This is an optimization exercise on Yosys and OpenROAD, whose aim is small area and a short achievable clock period, not a production implementation.
Where RTL was checked, it was by simulation tests only, not by an equivalence proof against the original.
No activity file was given, so power comes from the tool's default toggle rates.

## arp_cache
module arp_cache #(
  parameter int DEPTH     = 16,
  parameter int AGE_W     = 8,
  parameter int AGE_LIMIT = 200,
  parameter int TICK_DIV  = 16
) (
  input  logic                     i_clk,
  input  logic                     i_rst,
  input  logic                     i_upd_valid,
  input  logic [31:0]              i_upd_ip,
  input  logic [47:0]              i_upd_mac,
  input  logic                     i_seek_valid,
  input  logic [31:0]              i_seek_ip,
  input  logic                     i_flush,
  output logic                     o_seek_valid,
  output logic                     o_seek_hit,
  output logic [47:0]              o_seek_mac,
  output logic [$clog2(DEPTH):0]   o_count
);
clock: 6.0 ns
lec_check: 0
cap_margin: 20
core_margin: 2
core_utilization: 40
cts_buf_list: sky130_fd_sc_hd__clkbuf_4 sky130_fd_sc_hd__clkbuf_8
cts_cluster_size: 30
setup_slack_margin: 3.0
slew_margin: 20
run.sh (not shown) runs the stock make flow with config.mk's settings and CLKGATE_MAP_FILE= SYNTH_SCRIPT=/design/flow/synth_recipe.tcl, a recipe that flattens the netlist after the stock synthesis.
The first run completed without violations.
==> next run, changes <==
--- a/flow/config.mk
+++ b/flow/config.mk
@@ -11,4 +11,5 @@
 export CTS_BUF_LIST = sky130_fd_sc_hd__clkbuf_4 sky130_fd_sc_hd__clkbuf_8
 export CTS_CLUSTER_SIZE = 30
-export SETUP_SLACK_MARGIN = 3.0
+export SETUP_SLACK_MARGIN = 3.3
 export SLEW_MARGIN = 20
+export TNS_END_PERCENT = 20
Effect:
- design area came out higher by a few percent
- wire length is higher by a few percent
- fmax goes down by a few percent
- sequential cell count is unchanged
- power is higher slightly
- worst setup slack loses 130 ps
- final cell count is higher slightly
- first-iteration DRC count went up by roughly a tenth
- synthesized cell count stays the same
==> next run, changes <==
--- a/flow/config.mk
+++ b/flow/config.mk
@@ -8,8 +8,7 @@
 export CAP_MARGIN = 20
 export CORE_MARGIN = 2
-export CORE_UTILIZATION = 40
+export CORE_UTILIZATION = 50
 export CTS_BUF_LIST = sky130_fd_sc_hd__clkbuf_4 sky130_fd_sc_hd__clkbuf_8
 export CTS_CLUSTER_SIZE = 30
-export SETUP_SLACK_MARGIN = 3.3
+export SETUP_SLACK_MARGIN = 3.0
 export SLEW_MARGIN = 20
-export TNS_END_PERCENT = 20
The new run passed the timing, DRC and antenna checks.
Design area fell by 1.1%.
Total power grows by 0.39%.
Register-to-register slack improves by 90 ps.
Hold slack improves by 8.6 ps.
Final cell count is lower by 5.9%.
Setup slack gains 77 ps.
Sequential cell count does not change.
Global-route usage grows by 5.7 points.
Die area shrinks by 20%.
==> next run, changes <==
==> flow/flow/run.sh (new file) <==
#!/bin/bash
# Standard synthesis and layout; the only change from the standard flow's own layout is that the port
# buffers are sky130_fd_sc_hd__buf_4 instead of the cell buffer_ports picks by default.
set -euo pipefail
bash standard.sh synth > synth.log 2>&1
bash standard.sh "BUFFER_PORTS_ARGS=-buffer_cell sky130_fd_sc_hd__buf_4" finish > layout.log 2>&1
==> flow/standard.sh (new file) <==
#!/bin/bash
# synth_recipe.tcl (not shown) runs the flow's synth.tcl, then flattens the netlist and writes it again
# the make line also repeats each setting of config.mk as NAME=value (left out here)
make -C /OpenROAD-flow-scripts/flow DESIGN_CONFIG=/design/flow/config.mk WORK_HOME=/design/flow/orfs CLKGATE_MAP_FILE= SYNTH_SCRIPT=/design/flow/synth_recipe.tcl "${@:-finish}"
--- a/flow/config.mk
+++ b/flow/config.mk
@@ -8,5 +8,5 @@
 export CAP_MARGIN = 20
 export CORE_MARGIN = 2
-export CORE_UTILIZATION = 50
+export CORE_UTILIZATION = 40
 export CTS_BUF_LIST = sky130_fd_sc_hd__clkbuf_4 sky130_fd_sc_hd__clkbuf_8
 export CTS_CLUSTER_SIZE = 30
removed: flow/run.sh
Result: The new run went through all stages and came out clean. Routed wire length came out higher by 2.6%. Power decreases by 1.1%. Sequential share of layout area rose by 0.87 points. Hold slack got worse by 180 ps. Area after synthesis is unchanged. Clock skew grows by 48 ps.
==> next run, changes <==
==> flow/run.sh (new file) <==
#!/bin/bash
# synth_recipe.tcl (not shown) runs the flow's synth.tcl, then flattens the netlist and writes it again
# the make line also repeats each setting of config.mk as NAME=value (left out here)
make -C /OpenROAD-flow-scripts/flow DESIGN_CONFIG=/design/flow/config.mk WORK_HOME=/design/flow/orfs CLKGATE_MAP_FILE= SYNTH_SCRIPT=/design/flow/synth_recipe.tcl finish
--- a/flow/config.mk
+++ b/flow/config.mk
@@ -8,7 +8,8 @@
 export CAP_MARGIN = 20
 export CORE_MARGIN = 2
-export CORE_UTILIZATION = 40
-export CTS_BUF_LIST = sky130_fd_sc_hd__clkbuf_4 sky130_fd_sc_hd__clkbuf_8
-export CTS_CLUSTER_SIZE = 30
+export CORE_UTILIZATION = 60
+export CTS_BUF_LIST = sky130_fd_sc_hd__clkbuf_8 sky130_fd_sc_hd__clkbuf_16
+export CTS_CLUSTER_DIAMETER = 80
+export CTS_CLUSTER_SIZE = 20
 export SETUP_SLACK_MARGIN = 3.0
 export SLEW_MARGIN = 20
removed: flow/flow/run.sh
removed: flow/standard.sh
=> Core utilization is higher by 23 points; global-route usage rises by 12 points; worst setup slack degrades by 70 ps; synthesized cell count stays the same; register-to-register slack got worse by 70 ps.

## job 101
arp_cache, a different RTL version from the one above (not shown whole).
Size: about 1600 flip-flops.
make LEC_CHECK=0 CAP_MARGIN=20 CORE_MARGIN=2 CORE_UTILIZATION=40 SETUP_SLACK_MARGIN=2.0 SLEW_MARGIN=20 finish   # period 6.0 ns
Stock flow here: none of the scripts above is used.
Per the final summary, job 101 finished and its layout is clean on timing, DRC and antenna.
Modified inputs, job 102 compared to job 101
-- flow/config.mk --
<<< job 101, line 11
export SETUP_SLACK_MARGIN = 2.0
>>> job 102, line 11
==> comparison <==
- Diff job 101 -> job 102 | met2 layer wire length in the routed design | increase of about 1%
- The maximum number of pins on one net before global-route repair in job 102 is 0.899 times that in job 101.
- Delta (job 102 minus job 101): first-iteration DRC count lower; post-route cell area roughly the same.
What job 103 does differently from job 102 at the input level:
-- flow/config.mk --
<<< job 102, line 11
>>> job 103, line 11
export SETUP_SLACK_MARGIN = 3.0
==> notes.md <==
Job 103 ends up with a total placed cells including tap cells that is 50 lower than in job 102.
Sort job 103 and job 102 by required time at the worst-slack endpoint, ascending, and job 103 comes first.
Job 102 has a lower post-layout instance area than job 103.
Diff job 102 -> job 103: combinational group share of total power moved up, met2 wire length moved up, depth of the critical timing path with buffers and inverters included moved down, worst-case register-to-register setup slack moved up.
Job 103 ends up with a clock-buffer cell count that is 15 higher than in job 102.
Function was not checked in any run of this note: the RTL went through the layout flow alone.

arp_cache, a different RTL version from the one above (not shown whole).
For scale: roughly 4500 cells after synthesis, about 1600 flip-flops, ~170 I/O pins.
clock: 6.0 ns
lec_check: 0
cap_margin: 20
core_margin: 2
core_utilization: 40
cts_buf_list: sky130_fd_sc_hd__clkbuf_4 sky130_fd_sc_hd__clkbuf_8
cts_cluster_size: 30
setup_slack_margin: 3.0
slew_margin: 20
==> next run, changes <==
Settings changed: CTS_BUF_LIST sky130_fd_sc_hd__clkbuf_4 sky130_fd_sc_hd__clkbuf_8 to unset, CTS_CLUSTER_SIZE 30 to unset.
- The new run finished with timing, DRC and antenna clean
- area after synthesis is unchanged
- worst hold slack gets better by 0.048 ns
- design area went up by 2.0%
- cell count falls by 1.9%
No run of this note included a check of the RTL's function; only the layout flow was run.

arp_cache, a different RTL version from the one above (not shown whole).
Size in the first run: roughly 4500 cells after synthesis, roughly 1600 flip-flops, about 170 I/O pins, about 0.069 mm^2 of cells after synthesis.
make LEC_CHECK=0 CAP_MARGIN=20 CORE_MARGIN=2 CORE_UTILIZATION=60 CTS_BUF_LIST='sky130_fd_sc_hd__clkbuf_4 sky130_fd_sc_hd__clkbuf_8' CTS_CLUSTER_SIZE=30 SETUP_SLACK_MARGIN=3.0 SLEW_MARGIN=20 finish   # period 6.0 ns
The baseline completed with no timing, DRC or antenna violations.
Change:
==> flow/config.mk (replaced) <==
export PLATFORM = sky130hd
export DESIGN_NAME = arp_cache
export DESIGN_NICKNAME = arp_cache
export VERILOG_FILES = /design/flow/design.v
export SDC_FILE = /design/flow/constraint.sdc
export NUM_CORES = 4
export LEC_CHECK = 0
export CAP_MARGIN = 5
export CORE_MARGIN = 2
export CORE_UTILIZATION = 60
export CTS_BUF_LIST = sky130_fd_sc_hd__clkbuf_8 sky130_fd_sc_hd__clkbuf_16
export CTS_CLUSTER_DIAMETER = 80
export CTS_CLUSTER_SIZE = 20
export SETUP_SLACK_MARGIN = 3.0
export SLEW_MARGIN = 5
This time the run completed and failed the layout checks on capacitance limit, slew limit.
Setup slack is better by 0.056 ns.
Area after synthesis is unchanged.
Non-clock buffer count climbs by 20.
Cell area decreases by 1.9%.
Clock power shrinks by 33%.
Via count falls by 1.1%.
Global-route usage went up by 0.90 points.
Utilization fell by 1.4 points.
Sequential cell count does not change.
Fmax grows by 1.7%.
Change:
--- a/flow/config.mk
+++ b/flow/config.mk
@@ -6,5 +6,5 @@
 export NUM_CORES = 4
 export LEC_CHECK = 0
-export CAP_MARGIN = 5
+export CAP_MARGIN = 20
 export CORE_MARGIN = 2
 export CORE_UTILIZATION = 60
@@ -13,3 +13,3 @@
 export CTS_CLUSTER_SIZE = 20
 export SETUP_SLACK_MARGIN = 3.0
-export SLEW_MARGIN = 5
+export SLEW_MARGIN = 20
Effect: The new run produced a clean layout. Synthesized area does not change. Clock skew hardly moves. Power rose slightly. Count of clock-buffer cells in the layout came out higher by 5. Wire length drops slightly. Maximum frequency came out higher slightly. Setup slack gets better by 0.037 ns. Design area stays flat.
Function was not checked in any run of this note: the RTL went through the layout flow alone.

Another version of the RTL of arp_cache (not shown whole).
Size in the first run: ~4,500 cells after synthesis, about 1,600 flip-flops, roughly 68,000 um^2 of cells after synthesis.
clock: 6.0 ns
lec_check: 0
cap_margin: 20
core_margin: 2
core_utilization: 60
cts_buf_list: sky130_fd_sc_hd__clkbuf_4 sky130_fd_sc_hd__clkbuf_8
cts_cluster_size: 30
setup_slack_margin: 3.0
slew_margin: 20
Then changed:
Settings changed: CTS_BUF_LIST sky130_fd_sc_hd__clkbuf_4 sky130_fd_sc_hd__clkbuf_8 to sky130_fd_sc_hd__clkbuf_8 sky130_fd_sc_hd__clkbuf_16, CTS_CLUSTER_DIAMETER from default to 100, CTS_CLUSTER_SIZE 30 to 28.
Combinational power hardly moves.
Cell count drops by 5.1%.
Cell area fell by 3.2%.
Die area does not change.
Core utilization goes down by 2.3 points.
Synthesized area does not change.
Register-to-register slack degrades by 20 ps.
Sequential power barely changes.
Total power shrinks by 18%.
Then changed:
Settings changed: CTS_CLUSTER_DIAMETER 100 to 80, CTS_CLUSTER_SIZE 28 to 20.
Result: The new run ran to the end with no violations; sequential power is about the same; maximum frequency barely changes; wire length grows slightly; via count is about the same; first-iteration DRC count rises slightly; hold slack loses 8.6 ps.
No run of this note included a check of the RTL's function; only the layout flow was run.

[separate check: timing with driven ports]
In the flow no input, the clock included, has a driving cell. The finished layouts below were timed again as built, in two steps. Step 1: set_driving_cell puts a clkbuf_16 on i_clk and a buf_2 on each other input, an assumption about the parent block. Step 2 moves the port delays by t, midway between the first and last clock arrival at a register: inputs arrive t later, outputs are due t later. That takes back most of the time a late clock gives input paths. Three values: ideal ports, drivers, drivers and shift; two values: the first two.
run | t, ns | slack for setup (ns) | cell pins on the clock port's net
the first run of note 1 | 1.058 | 2.845 / 2.845 / 1.906 | 1
the second run of note 1 | 1.050 | 2.719 / 2.786 / 1.736 | 1
the third run of note 1 | 1.048 | 2.796 / 2.851 / 1.802 | 1
the fourth run of note 1 | 1.067 | 2.829 / 2.829 / 1.841 | 1
the fifth run of note 1 | 0.805 | 2.759 / 2.759 / 2.110 | 1
job 101 | 0.886 | 1.971 / 1.991 / 1.105 | 1
job 102 | 0.899 | 1.488 / 1.553 / 0.655 | 1
job 103 | 0.867 | 2.389 / 2.389 / 1.992 | 1
the first run of note 3 | 1.102 | 2.826 / 2.826 / 1.794 | 1
the second run of note 3 | 0.912 | 2.776 / 2.776 / 2.027 | 1
the first run of note 4 | 1.063 | 2.711 / 2.750 / 1.687 | 1
the second run of note 4 | 0.799 | 2.767 / 2.802 / 2.026 | 1
the third run of note 4 | 0.785 | 2.804 / 2.840 / 2.063 | 1
the first run of note 5 | 1.007 | 2.812 / 2.812 / 1.956 | 1
the second run of note 5 | 0.762 | 2.794 / 2.794 / 2.068 | 1
the third run of note 5 | 0.812 | 2.789 / 2.816 / 2.004 | 1
For the first run of note 3, which loses most, drivers alone change the setup slack by 0.000 ns; drivers and shift together by -1.032 ns.
